This design comes from an exercise in tuning for small area on the open sky130 flow, not from production work. Only simulation tests tie the RTL to the original design; equivalence was not proved. Power figures rest on the tool's default switching activity, not on a simulated workload.

==> flow/design.v (excerpt) <==
module teleop_drive_and_gimbal_command_unit
(
    input  logic        i_clk,
    input  logic        i_rst_n,
    input  logic [39:0] s_axis_tdata,
    input  logic        s_axis_tvalid,
    output logic        s_axis_tready,
    output logic [87:0] m_axis_tdata,
    output logic        m_axis_tvalid,
    input  logic        m_axis_tready,
    input  logic        i_cfg_we,
    input  logic [2:0]  i_cfg_idx,
    input  logic [19:0] i_cfg_data
);
Size in the first run: roughly 840 cells after synthesis, ~9800 µm² of cells after synthesis.
clock: 8.0 ns
lec_check: 0
cap_margin: 0
core_margin: 2
core_utilization: 65
gpl_timing_driven: 0
place_density: 0.75
slew_margin: 0
standard.sh (not shown) runs the stock make flow with config.mk's settings and CLKGATE_MAP_FILE= SYNTH_SCRIPT=/design/flow/synth_recipe.tcl, a recipe that flattens the netlist after the stock synthesis.
==> flow/flow/run.sh <==
#!/bin/bash
# Standard ORFS layout (the standard.sh) with these changes:
#  - port buffers use the smallest buffer, sky130_fd_sc_hd__buf_1, instead of the cell
#    buffer_ports picks by default (clkdlybuf4s50_1); every port still gets its buffer;
#  - the buffers abc inserted are removed at floorplan (global placement is not timing
#    driven here, which would otherwise remove them);
#  - clock tree synthesis without dummy loads, with small clock buffers and clusters of
#    at most 20 flip-flops.
set -euo pipefail
export BUFFER_PORTS_ARGS="-buffer_cell sky130_fd_sc_hd__buf_1"
export REMOVE_ABC_BUFFERS=1
export CTS_ARGS="-sink_clustering_enable -repair_clock_nets -dont_use_dummy_load -sink_clustering_size 20 -sink_clustering_max_diameter 60 -buf_list {sky130_fd_sc_hd__clkbuf_4 sky130_fd_sc_hd__clkbuf_8}"
bash standard.sh > standard_flow.log 2>&1
The baseline produced a clean layout.
==> next run, changes <==
--- a/flow/design.v
+++ b/flow/design.v
@@ -83,27 +83,27 @@
     logic       r_busy;
     logic [6:0] r_cnt;
     logic       r_ovalid;
     logic       r_rf;         
     logic [3:0] r_phi;        
     wire w_ofree  = ~r_ovalid | m_axis_tready;
-    wire w_start  = ~r_busy & s_axis_tvalid & w_ofree & (r_phi == 4'd12);
-    wire w_last   = r_cnt[6] & r_cnt[5] & r_cnt[3];
+    wire w_start  = ~r_busy & s_axis_tvalid & w_ofree & (r_phi == 4'd0);
+    wire w_last   = (r_cnt == 7'd100);
     wire w_accept = r_busy & w_last & s_axis_tvalid;
     wire w_step   = r_busy & ~w_last;
-    wire w_hitc = (r_cnt == 7'd17);
+    wire w_hitc = (r_cnt == 7'd29);
     wire w_ph1  = (r_cnt[6:3] == 4'd4);
-    wire w_magw = ((r_cnt[6:3] == 4'd2) & r_cnt[2]) | ((r_cnt[6:3] == 4'd3) & ~r_cnt[2]);    
+    wire w_magw = (r_cnt >= 7'd20) & (r_cnt < 7'd28);
     wire w_ph2  = (r_cnt[6:4] == 3'd3);
     wire w_div  = r_cnt[6] & ~w_hold;
     wire w_dv1  = (r_cnt[5:0] == 6'd0);
-    wire w_pabs = (r_cnt[6:3] == 4'd12);
-    wire w_hold = r_cnt[6] & (r_cnt[5] | (&r_cnt[4:2]));                     
-    wire w_rot1 = (r_cnt[6:4] == 3'd0) & ~(&r_cnt[3:0]);                     
-    wire w_gsel = (r_cnt[6:3] == 4'd4);
-    wire w_gsgn = (r_cnt[6:3] == 4'd5) & ~(&r_cnt[2:0]);
+    wire w_pabs = (r_cnt >= 7'd92) & (r_cnt < 7'd100);
+    wire w_hold = (r_cnt >= 7'd92);
+    wire w_rot1 = (r_cnt < 7'd15);
+    wire w_gsel = (r_cnt >= 7'd44) & (r_cnt < 7'd52);
+    wire w_gsgn = (r_cnt >= 7'd52) & (r_cnt < 7'd59);
     always_ff @(posedge i_clk) begin
         if (w_rst) begin
             r_busy   <= 1'b0;
             r_ovalid <= 1'b0;
         end else begin
             if (w_start) r_busy <= 1'b1;
@@ -177,14 +177,14 @@
     wire w_tilt_hit = f_hit(w_tilt, r_tilt_pos, r_tilt_pl, r_tilt_nl);
     logic [7:0] r_o_tilt;                  
     logic       r_o_pneg, r_o_tneg;         
     logic       r_pan_seen, r_tilt_seen;    
     logic       r_o_phit, r_o_thit, r_o_fr, r_o_fl;
     wire [2:0] w_gi      = r_cnt[2:0];
-    wire [7:0] w_pan_r   = w_pan;
-    wire [7:0] w_tilt_r  = w_tilt;
+    wire [7:0] w_pan_r   = {w_pan[3:0],  w_pan[7:4]};
+    wire [7:0] w_tilt_r  = {w_tilt[3:0], w_tilt[7:4]};
     wire       w_pan_g   = w_pan_r[w_gi]  & ~r_o_phit;
     wire       w_tilt_g  = w_tilt_r[w_gi] & ~r_o_thit;
     wire       w_pan_s7  = w_pan[7]  & ~r_o_phit;
     wire       w_tilt_s7 = w_tilt[7] & ~r_o_thit;
     assign     w_pan_ab  = w_pan_g ^ (w_pan_s7 & r_pan_seen);
     wire       w_pan_cb  = w_step & ((w_gsel & w_pan_g)  | (w_gsgn & w_pan_s7));
Result: The changed run went through all stages and came out clean; combinational power rose by 86%; area after synthesis fell by 0.92%; global-route usage rises by 0.26 points; clock-buffer cell count does not change; utilization shrinks by 0.12 points.


The RTL this note starts from:
==> flow/design.v <==
module teleop_drive_and_gimbal_command_unit
(
    input  logic        i_clk,
    input  logic        i_rst_n,
    input  logic [39:0] s_axis_tdata,
    input  logic        s_axis_tvalid,
    output logic        s_axis_tready,
    output logic [87:0] m_axis_tdata,
    output logic        m_axis_tvalid,
    input  logic        m_axis_tready,
    input  logic        i_cfg_we,
    input  logic [2:0]  i_cfg_idx,
    input  logic [19:0] i_cfg_data
);
    logic [6:0]  r_thr;
    logic [19:0] r_fs;
    logic [12:0] r_pan_pl, r_pan_nl, r_tilt_pl, r_tilt_nl;    
    logic [7:0]  r_pan_mr, r_tilt_mr;                         
    localparam logic [19:0] D_THR = 20'd80;
    localparam logic [19:0] D_FS  = 20'd500000;
    localparam logic [19:0] D_PPL = 20'd28000;
    localparam logic [19:0] D_PNL = 20'd28000;
    localparam logic [19:0] D_TPL = 20'd18000;
    localparam logic [19:0] D_TNL = 20'd18000;
    wire        w_rst = ~i_rst_n;
    wire [19:0] w_d0  = i_cfg_data & {20{i_rst_n}};
    wire [19:0] w_d1  = i_cfg_data | {20{w_rst}};
    function automatic logic [19:0] f_dv(input logic [19:0] dflt, input logic [19:0] d0,
                                         input logic [19:0] d1);
        f_dv = (d0 & ~dflt) | (d1 & dflt);
    endfunction
    wire [7:0] w_wsel = {8{i_cfg_we}} & (8'd1 << i_cfg_idx);
    wire [19:0] w_dv_thr = f_dv(D_THR, w_d0, w_d1);
    wire [19:0] w_dv_fs  = f_dv(D_FS,  w_d0, w_d1);
    wire [19:0] w_dv_ppl = f_dv(D_PPL, w_d0, w_d1);
    wire [19:0] w_dv_pnl = f_dv(D_PNL, w_d0, w_d1);
    wire [19:0] w_dv_tpl = f_dv(D_TPL, w_d0, w_d1);
    wire [19:0] w_dv_tnl = f_dv(D_TNL, w_d0, w_d1);
    wire        w_mr_cap = w_rst | (|i_cfg_data[15:10]);
    wire [7:0]  w_dv_mr  = {w_mr_cap, i_cfg_data[9:3] & {7{~w_mr_cap}}};
    always_ff @(posedge i_clk) begin
        if (w_rst | w_wsel[0]) r_thr     <= w_dv_thr[6:0];
        if (w_rst | w_wsel[1]) r_fs      <= w_dv_fs;
        if (w_rst | w_wsel[2]) r_pan_pl  <= w_dv_ppl[15:3];
        if (w_rst | w_wsel[3]) r_pan_nl  <= w_dv_pnl[15:3];
        if (w_rst | w_wsel[4]) r_tilt_pl <= w_dv_tpl[15:3];
        if (w_rst | w_wsel[5]) r_tilt_nl <= w_dv_tnl[15:3];
        if (w_rst | w_wsel[6]) r_pan_mr  <= w_dv_mr;
        if (w_rst | w_wsel[7]) r_tilt_mr <= w_dv_mr;
    end
    function automatic logic f_gt13(input logic [12:0] a, input logic [12:0] b,
                                    input logic cin);
        logic c;
        c = cin;
        for (int i = 0; i < 13; i++) c = (a[i] & ~b[i]) | (a[i] & c) | (~b[i] & c);
        f_gt13 = c;
    endfunction
    function automatic logic f_gt8(input logic [7:0] a, input logic [7:0] b, input logic cin);
        logic c;
        c = cin;
        for (int i = 0; i < 8; i++) c = (a[i] & ~b[i]) | (a[i] & c) | (~b[i] & c);
        f_gt8 = c;
    endfunction
    function automatic logic [7:0] f_abs8(input logic [7:0] a);
        logic seen;
        seen = 1'b0;
        for (int i = 0; i < 8; i++) begin
            f_abs8[i] = a[i] ^ (a[7] & seen);
            seen = seen | a[i];
        end
    endfunction
    wire [7:0] w_turn = s_axis_tdata[7:0];
    wire [7:0] w_thro = s_axis_tdata[15:8];
    wire [7:0] w_pan  = s_axis_tdata[23:16];
    wire [7:0] w_tilt = s_axis_tdata[31:24];
    wire [7:0] w_mode = s_axis_tdata[39:32];
    wire       w_spin   = f_gt8({1'b0, w_turn[6:0] ^ {7{w_turn[7]}}}, {1'b0, r_thr}, w_turn[7]);
    wire       w_spin_r = w_spin & ~w_turn[7];
    wire       w_spin_l = w_spin & w_turn[7];
    wire [7:0] w_mag    = w_spin ? 8'd90 : f_abs8(w_thro);
    wire       w_fwd_r  = ~w_spin_r & (w_spin_l | ~w_thro[7]);
    wire       w_fwd_l  = ~w_spin_l & (w_spin_r | ~w_thro[7]);
    logic       r_busy;
    logic [6:0] r_cnt;
    logic       r_ovalid;
    logic       r_rf;         
    wire w_ofree  = ~r_ovalid | m_axis_tready;
    wire w_start  = ~r_busy & s_axis_tvalid & w_ofree;
    wire w_last   = (r_cnt == 7'd104);
    wire w_accept = r_busy & w_last & s_axis_tvalid;
    wire w_step   = r_busy & ~w_last;
    wire w_hitc = (r_cnt[6:3] == 4'd2);
    wire w_ph1  = (r_cnt[6:3] == 4'd4);
    wire w_ph2  = (r_cnt[6:4] == 3'd3);
    wire w_div  = r_cnt[6] & ~w_hold;
    wire w_dv1  = (r_cnt[5:0] == 6'd0);
    wire w_pabs = (r_cnt[6:3] == 4'd12);
    wire w_hold = (r_cnt >= 7'd92);
    wire w_rot1 = (r_cnt < 7'd15);
    wire w_gsel = (r_cnt[6:3] == 4'd3);
    wire w_gsgn = (r_cnt >= 7'd32) & (r_cnt < 7'd39);
    always_ff @(posedge i_clk) begin
        if (w_rst) begin
            r_busy   <= 1'b0;
            r_ovalid <= 1'b0;
        end else begin
            if (w_start) r_busy <= 1'b1;
            else if (w_accept) r_busy <= 1'b0;
            if (w_accept) r_ovalid <= 1'b1;
            else if (m_axis_tready) r_ovalid <= 1'b0;
        end
        r_rf <= w_rst | (r_rf & ~w_accept);
    end
    always_ff @(posedge i_clk) begin
        if (w_start) r_cnt <= 7'd0;
        else if (w_step) r_cnt <= r_cnt + 7'd1;
    end
    logic       w_pan_ab;
    logic [35:0] r_p;
    logic        r_sat;
    wire        w_top  = r_p[35];
    wire [7:0]  w_t    = r_p[34:27];
    wire        w_q    = (w_t >= 8'd127);
    wire [6:0]  w_remn = w_q ? 7'(w_t + 8'd1) : w_t[6:0];
    wire        w_satn = r_sat | (w_dv1 & (&r_p[34:28]));
    wire        w_sin  = w_div & (w_q | w_satn);
    wire        w_a1   = w_ph1 & w_mag[~r_cnt[2:0]];
    wire        w_a2   = w_ph2 & w_top;
    wire [19:0] w_b    = ({20{w_a2}} & r_fs) | {{8{w_a1}} & w_mode, 12'd0};
    logic [35:0] w_next;
    always_comb begin
        logic c, pre;
        logic [35:0] a;
        a = {r_p[34:12], r_p[11] | w_a1, r_p[10:0], 1'b0};
        c = 1'b0;
        for (int i = 0; i < 20; i++) begin
            w_next[i] = a[i] ^ w_b[i] ^ c;
            c = (a[i] & w_b[i]) | (a[i] & c) | (w_b[i] & c);
        end
        pre = 1'b1;
        for (int i = 20; i < 36; i++) begin
            w_next[i] = a[i] ^ (c & pre);
            pre = pre & a[i];
        end
        w_next[0] = w_next[0] | w_sin;
    end
    always_ff @(posedge i_clk) begin
        if (w_step & ~w_hold) r_p[27:0] <= w_next[27:0];
        if (w_step) begin
            r_p[35]    <= w_next[35];
            r_p[34:29] <= w_div ? w_remn[6:1] : w_next[34:29];
            r_p[28]    <= w_div ? w_remn[0] : (w_pabs ? w_pan_ab : w_next[28]);
        end
        r_sat      <= w_step & w_div & w_satn;
    end
    logic [14:0] r_pan_pos, r_tilt_pos;
    logic        r_pan_c, r_tilt_c;
    function automatic logic f_hit(input logic [7:0] g, input logic [14:0] pos,
                                   input logic [12:0] lim_p, input logic [12:0] lim_n);
        logic gt, lt;
        gt    = ~pos[14] & (pos[13] | f_gt13(pos[12:0], lim_p, 1'b0));
        lt    = pos[14] & (~pos[13] | f_gt13(~pos[12:0], lim_n, 1'b1));
        f_hit = (~g[7] & (|g[6:0]) & gt) | (g[7] & lt);
    endfunction
    wire w_pan_hit  = f_hit(w_pan,  r_pan_pos,  r_pan_pl,  r_pan_nl);
    wire w_tilt_hit = f_hit(w_tilt, r_tilt_pos, r_tilt_pl, r_tilt_nl);
    logic [7:0] r_o_tilt;                  
    logic       r_o_pneg, r_o_tneg;         
    logic       r_pan_seen, r_tilt_seen;    
    logic       r_o_phit, r_o_thit, r_o_fr, r_o_fl;
    wire [2:0] w_gi      = r_cnt[2:0];
    wire       w_pan_g   = w_pan[w_gi];
    wire       w_tilt_g  = w_tilt[w_gi];
    assign     w_pan_ab  = w_pan_g ^ (w_pan[7] & r_pan_seen);
    wire       w_pan_cb  = ~r_o_phit & ((w_gsel & w_pan_g)  | (w_gsgn & w_pan[7]));
    wire       w_tilt_cb = ~r_o_thit & ((w_gsel & w_tilt_g) | (w_gsgn & w_tilt[7]));
    wire       w_pan_s   = r_pan_pos[0]  ^ w_pan_cb  ^ r_pan_c;
    wire       w_tilt_s  = r_tilt_pos[0] ^ w_tilt_cb ^ r_tilt_c;
    wire       w_rot2    = w_gsel | w_gsgn;
    wire       w_rot     = w_step & (w_rot1 | w_rot2);
    wire       w_clr     = w_rot1 & r_rf;
    always_ff @(posedge i_clk) begin
        if (w_rot) begin
            r_pan_pos  <= {w_pan_s  & ~w_clr, r_pan_pos[14:1]};
            r_tilt_pos <= {w_tilt_s & ~w_clr, r_tilt_pos[14:1]};
        end
        r_pan_c  <= w_step & w_rot2 &
                    ((r_pan_pos[0] & w_pan_cb) | (r_pan_c & (r_pan_pos[0] | w_pan_cb)));
        r_tilt_c <= w_step & w_rot2 &
                    ((r_tilt_pos[0] & w_tilt_cb) | (r_tilt_c & (r_tilt_pos[0] | w_tilt_cb)));
    end
    always_ff @(posedge i_clk) begin
        if (w_start) begin
            r_o_pneg <= w_pan[7];
            r_o_tneg <= w_tilt[7];
            r_o_fr   <= w_fwd_r;
            r_o_fl   <= w_fwd_l;
        end
        if (w_step & w_gsel) begin
            r_o_tilt <= {w_tilt_g ^ (w_tilt[7] & r_tilt_seen), r_o_tilt[7:1]};
        end
        r_pan_seen  <= w_step & w_pabs & (r_pan_seen  | w_pan_g);
        r_tilt_seen <= w_step & w_gsel & (r_tilt_seen | w_tilt_g);
        if (w_step & w_hitc) begin
            r_o_phit <= w_pan_hit;
            r_o_thit <= w_tilt_hit;
        end
    end
    wire [7:0] w_pan_abs  = {r_p[28], r_p[29], r_p[30], r_p[31],
                             r_p[32], r_p[33], r_p[34], r_p[35]};
    wire [7:0] w_tilt_abs = r_o_tilt;
    wire w_pan_big  = f_gt8(w_pan_abs,  r_pan_mr,  1'b0);
    wire w_tilt_big = f_gt8(w_tilt_abs, r_tilt_mr, 1'b0);
    wire [7:0] w_pan_rate  = (r_o_phit | w_pan_big)  ? 8'd0 : w_pan_abs;
    wire [7:0] w_tilt_rate = (r_o_thit | w_tilt_big) ? 8'd0 : w_tilt_abs;
    assign s_axis_tready = r_busy & w_last;
    assign m_axis_tvalid = r_ovalid;
    assign m_axis_tdata  = {2'b00,
                            w_tilt_big & ~r_o_thit, w_pan_big & ~r_o_phit,
                            r_o_thit, r_o_phit,
                            w_tilt_rate, 3'b000, w_pan_rate, 3'b000,
                            ~r_o_tneg, ~r_o_pneg,
                            r_p[27:0], r_p[27:0],
                            r_o_fl, r_o_fr};
endmodule
clock: 8.0 ns
lec_check: 0
cap_margin: 0
core_margin: 2
core_utilization: 65
gpl_timing_driven: 0
place_density: 0.75
slew_margin: 0
Scripts as last shown in full above: flow/flow/run.sh
The baseline finished with timing, DRC and antenna clean.
Next try:
--- a/flow/design.v
+++ b/flow/design.v
@@ -92,4 +92,5 @@
     wire w_hitc = (r_cnt[6:3] == 4'd2);
     wire w_ph1  = (r_cnt[6:3] == 4'd4);
+    wire w_magw = (r_cnt >= 7'd20) & (r_cnt < 7'd28);
     wire w_ph2  = (r_cnt[6:4] == 3'd3);
     wire w_div  = r_cnt[6] & ~w_hold;
@@ -124,7 +125,9 @@
     wire [6:0]  w_remn = w_q ? 7'(w_t + 8'd1) : w_t[6:0];
     wire        w_satn = r_sat | (w_dv1 & (&r_p[34:28]));
-    wire        w_sin  = w_div & (w_q | w_satn);
-    wire        w_a1   = w_ph1 & w_mag[~r_cnt[2:0]];
-    wire        w_a2   = w_ph2 & w_top;
+    wire        w_sin  = (w_div & (w_q | w_satn)) |
+                         (w_magw & w_mag[{r_cnt[2], ~r_cnt[1:0]}]);
+    wire        w_a1   = w_ph1 & r_p[11];
+    logic       r_a2;
+    wire        w_a2   = r_a2;
     wire [19:0] w_b    = ({20{w_a2}} & r_fs) | {{8{w_a1}} & w_mode, 12'd0};
     logic [35:0] w_next;
@@ -132,5 +135,5 @@
         logic c, pre;
         logic [35:0] a;
-        a = {r_p[34:12], r_p[11] | w_a1, r_p[10:0], 1'b0};
+        a = {r_p[34:0], 1'b0};
         c = 1'b0;
         for (int i = 0; i < 20; i++) begin
@@ -153,4 +156,5 @@
         end
         r_sat      <= w_step & w_div & w_satn;
+        r_a2       <= ~w_start & (r_cnt >= 7'd47) & (r_cnt < 7'd63) & r_p[34];
     end
     logic [14:0] r_pan_pos, r_tilt_pos;
=>
- clock power barely changes
- first-iteration DRC count came out higher by 19%
- combinational power came out lower by about 4%
- synthesized cell count came out higher by 3.6%
- area after synthesis came out higher by 1.6%
- routed wire length came out lower by 1.9%
- setup slack is better by 0.12 ns
- via count came out higher by 2.7%
- global-route usage came out lower by 0.21 points
- power is about the same
- hold slack hardly moves
- sequential power hardly moves
- count of clock-buffer cells in the layout does not change

what the ideal ports hide:
In the flow no input, the clock included, has a driving cell. The finished layouts below were timed again as built, in two steps. Step 1 assumes that a clkbuf_16 drives the clock port and a buf_2 every other input. Step 2 moves the port delays by t, midway between the first and last clock arrival at a register: inputs arrive t later, outputs are due t later. That takes back most of the time a late clock gives input paths. Three values: ideal ports, drivers, drivers and shift; two values: the first two.
| run | t, ns | slack for setup (ns) | worst slew at a driven data input, ns |
|---|---|---|---|
| the first run of note 1 | 0.481 | 0.435 / 0.435 / 0.435 | 0.06 |
| the second run of note 1 | 0.490 | 0.284 / 0.284 / 0.284 | 0.05 |
| the first run of note 2 | 0.493 | 0.244 / 0.263 / -0.230 | 0.05 |
| the second run of note 2 | 0.486 | 0.369 / 0.369 / 0.369 | 0.06 |
With both steps, setup timing fails in the first run of note 2, where it was met with ideal ports. For the first run of note 2, which loses most, drivers alone change the setup slack by +0.019 ns; drivers and shift together by -0.474 ns.
